Background: an optimization exercise with open tools, aiming at small area, a short achievable clock period and few clock cycles per item. Do not read the settings as production practice. Only simulation tests tie the RTL to the original design; equivalence was not proved.

==> flow/design.v (excerpt) <==
module pipelined_prime_sieve (
  input  logic                          clk_i,
  input  logic                          rst_ni,
  input  logic                          in_valid_i,
  output logic                          in_stall_o,
  input  logic [pps_pkg::ValueBits-1:0] in_value_i,
  output logic                          out_valid_o,
  input  logic                          out_stall_i,
  output logic [pps_pkg::ValueBits-1:0] out_prime_value_o,
  output logic                          out_overflow_o
);
Settings: LEC_CHECK=0, CAP_MARGIN=20, CORE_MARGIN=2, CORE_UTILIZATION=40, SETUP_SLACK_MARGIN=2.5, SLEW_MARGIN=20; clock period 7.0 ns.
run.sh (not shown) runs the stock make flow with config.mk's settings and CLKGATE_MAP_FILE= SYNTH_SCRIPT=/design/flow/synth_recipe.tcl, a recipe that flattens the netlist after the stock synthesis.
The starting point produced a clean layout.
Testbench counts at the start, summed over its fixed seeds: cycles 3,880, items 3,080.
==> next run, changes <==
--- a/flow/design.v
+++ b/flow/design.v
@@ -202,53 +202,39 @@
   logic [NS-1:0][14:0] lim_q;
   logic [NS-1:0][3:0]  sh_q;
   logic [NS-1:0]       filled_q;    
   logic                pend_q;      
   logic [NS-1:0]       top_slot;    
   assign top_slot = filled_q & ~{1'b0, filled_q[NS-1:1]};
   logic        b_valid_q, p_valid_q, q_valid_q, r_valid_q;
   logic [15:0] b_v_q, p_v_q, p_v3_q, q_v_q, r_v_q, p_nv;
   logic [7:0]  q_q0h_q;           
   logic        q_lel0_q;          
-  logic [7:0]  q_q1h_q;           
-  logic        q_lel1_q, q_ok1_q;
-  logic [15:0] p_q1;
-  logic        p_mok1;
   logic        q_ok0_q;           
   logic        acc, alive_in, q_drop, p_go;
   logic [15:0] p_q0;
   logic        p_mok0;
   assign in_stall_o = b_valid_q;
   assign acc        = in_valid_i && !b_valid_q;
   assign alive_in   = |in_value_i[15:1];
   pps_cell u_pre (
     .v_i   (p_v_q),
     .v3_i  (p_v3_q),
     .inv_i (inv_q[0]),
     .sh_i  (sh_q[0]),
     .q_o   (p_q0),
     .mok_o (p_mok0)
   );
-  pps_cell u_pre1 (
-    .v_i   (p_v_q),
-    .v3_i  (p_v3_q),
-    .inv_i (inv_q[1]),
-    .sh_i  (sh_q[1]),
-    .q_o   (p_q1),
-    .mok_o (p_mok1)
-  );
-  logic [7:0] lim0h, lim1h;
+  logic [7:0] lim0h;
   assign lim0h  = {lim_q[0][14] & lim_q[0][13], lim_q[0][14:8]};
-  assign lim1h  = {lim_q[1][14] & lim_q[1][13], lim_q[1][14:8]};
-  assign q_drop = (q_ok0_q &&
-      ((q_q0h_q < lim0h) || ((q_q0h_q == lim0h) && q_lel0_q))) ||
-      (q_ok1_q && ((q_q1h_q < lim1h) || ((q_q1h_q == lim1h) && q_lel1_q)));
+  assign q_drop = q_ok0_q &&
+      ((q_q0h_q < lim0h) || ((q_q0h_q == lim0h) && q_lel0_q));
   logic         a_valid_q, a_old_q, a_last_q;
   logic [15:0]  a_v_q, a_v3_q;      
   logic [G-1:0] a_goh_q;            
   logic [T-1:0][15:1] a_inv_q;
   logic [T-1:0][14:0] s_lim;         
   logic [T-1:0][3:0]  s_sh;
   logic [T-1:0]       a_fil_q, a_wt_q;
   always_comb begin
     for (int t = 0; t < T; t++) begin
       s_lim[t] = '0;
@@ -396,23 +382,20 @@
       a_v_q  <= n_v;
       a_v3_q <= n_v3;
     end
     if (r_free) begin
       r_v_q  <= q_v_q;
     end
     if (q_free) begin
       q_v_q   <= p_v_q;
       q_q0h_q  <= p_q0[15:8];
       q_lel0_q <= p_q0[7:0] <= lim_q[0][7:0];
-      q_q1h_q  <= p_q1[15:8];
-      q_lel1_q <= p_q1[7:0] <= lim_q[1][7:0];
-      q_ok1_q  <= filled_q[1] && !(pend_q && top_slot[1]) && p_mok1;
       q_ok0_q <= filled_q[0] && !(pend_q && top_slot[0]) && p_mok0;
     end
     if (p_go) begin
       p_v_q  <= p_nv;
       p_v3_q <= p_nv + {p_nv[14:0], 1'b0};
     end
     if (acc) b_v_q <= in_value_i;
   end
   logic        out_valid_q;
   logic [15:0] out_value_q;
Effect: The changed run finished clean; wire length shrinks by roughly a tenth; global-route usage shrinks by 1.3 points; critical path depth falls by 5; cell area went down by a few percent; worst hold slack is better by 0.0085 ns; die area came out lower by a few percent; non-clock buffer count shrinks by 11.
Testbench counts after the change, summed over its fixed seeds: cycles 4,157, items 3,080.

========
RTL: one of the versions met above, not the one the previous note started from.
Size: ~970 flip-flops, about 39 I/O pins, ~0.055 sq mm of cells after synthesis.
make LEC_CHECK=0 CAP_MARGIN=20 CORE_MARGIN=2 CORE_UTILIZATION=40 CTS_BUF_LIST=sky130_fd_sc_hd__clkbuf_8 SETUP_SLACK_MARGIN=2.5 SLEW_MARGIN=20 finish   # period 7.0 ns
Testbench counts at the start, summed over its fixed seeds: cycles 4,157, items 3,080.
Rerun with:
--- a/flow/design.v
+++ b/flow/design.v
@@ -262,13 +262,18 @@
   logic         d_valid_q, d_old_q, d_div, d_wt_q, d_last_q;
   logic [T-1:0][7:0]  d_qh_q;       
   logic [T-1:0][7:0]  d_lh_q;       
   logic [T-1:0]       d_lel_q;      
   logic [T-1:0]       d_ok_q;       
   logic [T-1:0]       d_div_t;
+  logic [T-1:0][7:0]  n_qh, n_lh;
+  logic [T-1:0]       n_lel;
   for (genvar t = 0; t < T; t++) begin : g_cmp
+    assign n_qh[t]  = q_t[t][15:8];
+    assign n_lh[t]  = {s_lim[t][14] & s_lim[t][13], s_lim[t][14:8]};
+    assign n_lel[t] = q_t[t][7:0] <= s_lim[t][7:0];
     assign d_div_t[t] = d_ok_q[t] &&
         ((d_qh_q[t] < d_lh_q[t]) || ((d_qh_q[t] == d_lh_q[t]) && d_lel_q[t]));
   end
   assign d_div = |d_div_t;
   logic [15:0]  d_v_q;
   logic [G-1:0] d_goh_q;
@@ -360,17 +365,15 @@
         b_valid_q <= 1'b1;
       end
     end
   end
   always_ff @(posedge clk_i) begin
     d_v_q    <= a_v_q;
-    for (int t = 0; t < T; t++) begin
-      d_qh_q[t]  <= q_t[t][15:8];
-      d_lh_q[t]  <= {s_lim[t][14] & s_lim[t][13], s_lim[t][14:8]};
-      d_lel_q[t] <= q_t[t][7:0] <= s_lim[t][7:0];
-    end
+    d_qh_q   <= n_qh;
+    d_lh_q   <= n_lh;
+    d_lel_q  <= n_lel;
     d_ok_q   <= a_fil_q & ~a_wt_q & mok_t;
     d_wt_q   <= |(a_fil_q & a_wt_q);
     d_last_q <= a_last_q;
     a_last_q <= n_last;
     a_inv_q  <= n_inv;
     a_fil_q  <= n_fil;
Sequential share of layout area stays flat.
Core utilization is higher by 0.28 points.
Routed wire length goes up by 2.3%.
Fmax came out lower by 1.1%.
First-iteration DRC count went down by 7.3%.
Die area stays flat.
Synthesized area is about the same.
Critical path depth came out lower by 3.
Testbench counts after the change, summed over its fixed seeds: cycles 4,157, items 3,080.

========
== old ==
Another version of the RTL of pipelined_prime_sieve (not shown whole).
For scale: roughly 4,600 cells after synthesis, ~1,000 flip-flops, about 39 I/O pins, roughly 56,000 sq um of cells after synthesis.
Settings: LEC_CHECK=0, CAP_MARGIN=20, CORE_MARGIN=2, CORE_UTILIZATION=40, SETUP_SLACK_MARGIN=2.5, SLEW_MARGIN=20; clock period 7.0 ns.
Testbench counts of old, summed over its fixed seeds: cycles 4,157, items 3,080.
## Diff of input files: new against old
-- flow/design.v --
<<< old, line 207
  assign top_slot = filled_q & ~{1'b0, filled_q[NS-1:1]};
  logic        b_valid_q, p_valid_q, q_valid_q, r_valid_q;
  logic [15:0] b_v_q, p_v_q, p_v3_q, q_v_q, q_v3_q, r_v_q, r_v3_q, p_nv;
  logic [7:0]  q_q0h_q;           
  logic        q_lel0_q;          
  logic        q_ok0_q;           
  logic        acc, alive_in, q_drop, p_go;
>>> new, line 207
  assign top_slot = filled_q & ~{1'b0, filled_q[NS-1:1]};
  logic        b_valid_q, p_valid_q, q_valid_q, r_valid_q;
  logic [15:0] b_v_q, p_v_q, p_v3_q, q_v_q, q_v3_q, q_q0_q, r_v_q, r_v3_q, p_nv;
  logic        q_ok0_q;           
  logic        acc, alive_in, q_drop, p_go;
<<< old, line 225
    .mok_o (p_mok0)
  );
  logic [7:0] lim0h;
  assign lim0h  = {lim_q[0][14] & lim_q[0][13], lim_q[0][14:8]};
  assign q_drop = q_ok0_q &&
      ((q_q0h_q < lim0h) || ((q_q0h_q == lim0h) && q_lel0_q));
  logic         a_valid_q, a_old_q, a_last_q;
  logic [15:0]  a_v_q, a_v3_q;      
>>> new, line 223
    .mok_o (p_mok0)
  );
  assign q_drop = q_ok0_q &&
      (q_q0_q <= {lim_q[0][14] & lim_q[0][13], lim_q[0]});
  logic         a_valid_q, a_old_q, a_last_q;
  logic [15:0]  a_v_q, a_v3_q;      
<<< old, line 261
  end
  logic         d_valid_q, d_old_q, d_div, d_wt_q, d_last_q;
  logic [T-1:0][7:0]  d_qh_q;       
  logic [T-1:0][7:0]  d_lh_q;       
  logic [T-1:0]       d_lel_q;      
  logic [T-1:0]       d_ok_q;       
  logic [T-1:0]       d_div_t;
  for (genvar t = 0; t < T; t++) begin : g_cmp
    assign d_div_t[t] = d_ok_q[t] &&
        ((d_qh_q[t] < d_lh_q[t]) || ((d_qh_q[t] == d_lh_q[t]) && d_lel_q[t]));
  end
  assign d_div = |d_div_t;
>>> new, line 257
  end
  logic         d_valid_q, d_old_q, d_div, d_wt_q, d_last_q;
  logic [T-1:0][15:0] d_q_q;        
  logic [T-1:0][14:0] d_lim_q;
  logic [T-1:0]       d_ok_q;       
  logic [T-1:0]       d_div_t;
  for (genvar t = 0; t < T; t++) begin : g_cmp
    assign d_div_t[t] = d_ok_q[t] &&
        (d_q_q[t] <= {d_lim_q[t][14] & d_lim_q[t][13], d_lim_q[t]});
  end
  assign d_div = |d_div_t;
<<< old, line 365
    d_v_q    <= a_v_q;
    d_v3_q   <= a_v3_q;
    for (int t = 0; t < T; t++) begin
      d_qh_q[t]  <= q_t[t][15:8];
      d_lh_q[t]  <= {s_lim[t][14] & s_lim[t][13], s_lim[t][14:8]};
      d_lel_q[t] <= q_t[t][7:0] <= s_lim[t][7:0];
    end
    d_ok_q   <= a_fil_q & ~a_wt_q & mok_t;
    d_wt_q   <= |(a_fil_q & a_wt_q);
>>> new, line 360
    d_v_q    <= a_v_q;
    d_v3_q   <= a_v3_q;
    d_q_q    <= q_t;
    d_lim_q  <= s_lim;
    d_ok_q   <= a_fil_q & ~a_wt_q & mok_t;
    d_wt_q   <= |(a_fil_q & a_wt_q);
<<< old, line 391
      q_v_q   <= p_v_q;
      q_v3_q  <= p_v3_q;
      q_q0h_q  <= p_q0[15:8];
      q_lel0_q <= p_q0[7:0] <= lim_q[0][7:0];
      q_ok0_q <= filled_q[0] && !(pend_q && top_slot[0]) && p_mok0;
    end
>>> new, line 383
      q_v_q   <= p_v_q;
      q_v3_q  <= p_v3_q;
      q_q0_q  <= p_q0;
      q_ok0_q <= filled_q[0] && !(pend_q && top_slot[0]) && p_mok0;
    end
The area of the die of new was inferior to that of old. Share of synthesized cell area in full adder, half adder and majority cells, new and old: lower on new. Summary of new over old: data required time of the worst path up 0.18 ns; total stage count of the critical path fell by 2; non-clock buffer count went up by 5; synthesized cell area now larger. Diff old -> new | largest net degree at the start of global routing | up by a few percent. Per the comparison of new with old, final area rose by about 2.5%; worst hold slack rose by 0.0066 ns; share of synthesized cell area in and, or, nand and nor gates stayed essentially flat; CTS clock-pin slew for the worst setup and hold paths stayed essentially flat.
Testbench counts of new, summed over its fixed seeds: cycles 4,157, items 3,080.

re-timing with driven ports:
No port has a modelled driver above. Below, the same layouts with a new extraction and two added sets of constraints.
Step 1, drivers: a clkbuf_16 drives clk_i and a buf_2 each remaining input, both assumed.
Step 2 adds t to the input delays and takes it off the output delays; t is the mean of the earliest and latest rising clock arrival at the registers after step 1. Input paths then give back, and output paths get back, about the clock's delay inside the block.
Slacks: no drivers / after step 1 / after step 2; pairs: no drivers / after step 1.
run | t (ns) | setup slack, ns | clock arrival spread, ns | worst data-port slew with drivers (ns)
the first run of note 1 | 0.795 | 2.587 / 2.587 / 2.053 | 0.050 / 0.051 | 0.04
the second run of note 1 | 0.799 | 2.620 / 2.620 / 2.094 | 0.089 / 0.089 | 0.03
the first run of note 2 | 0.961 | 2.594 / 2.594 / 2.013 | 0.053 / 0.053 | 0.03
the second run of note 2 | 0.920 | 2.546 / 2.546 / 2.143 | 0.058 / 0.058 | 0.05
old | 0.797 | 2.560 / 2.560 / 2.143 | 0.113 / 0.113 | 0.04
new | 0.791 | 2.591 / 2.591 / 2.110 | 0.051 / 0.050 | 0.03
After both steps setup and hold are still met in every run listed. For the first run of note 2, which loses most, drivers alone change the setup slack by 0.000 ns; drivers and shift together by -0.581 ns.
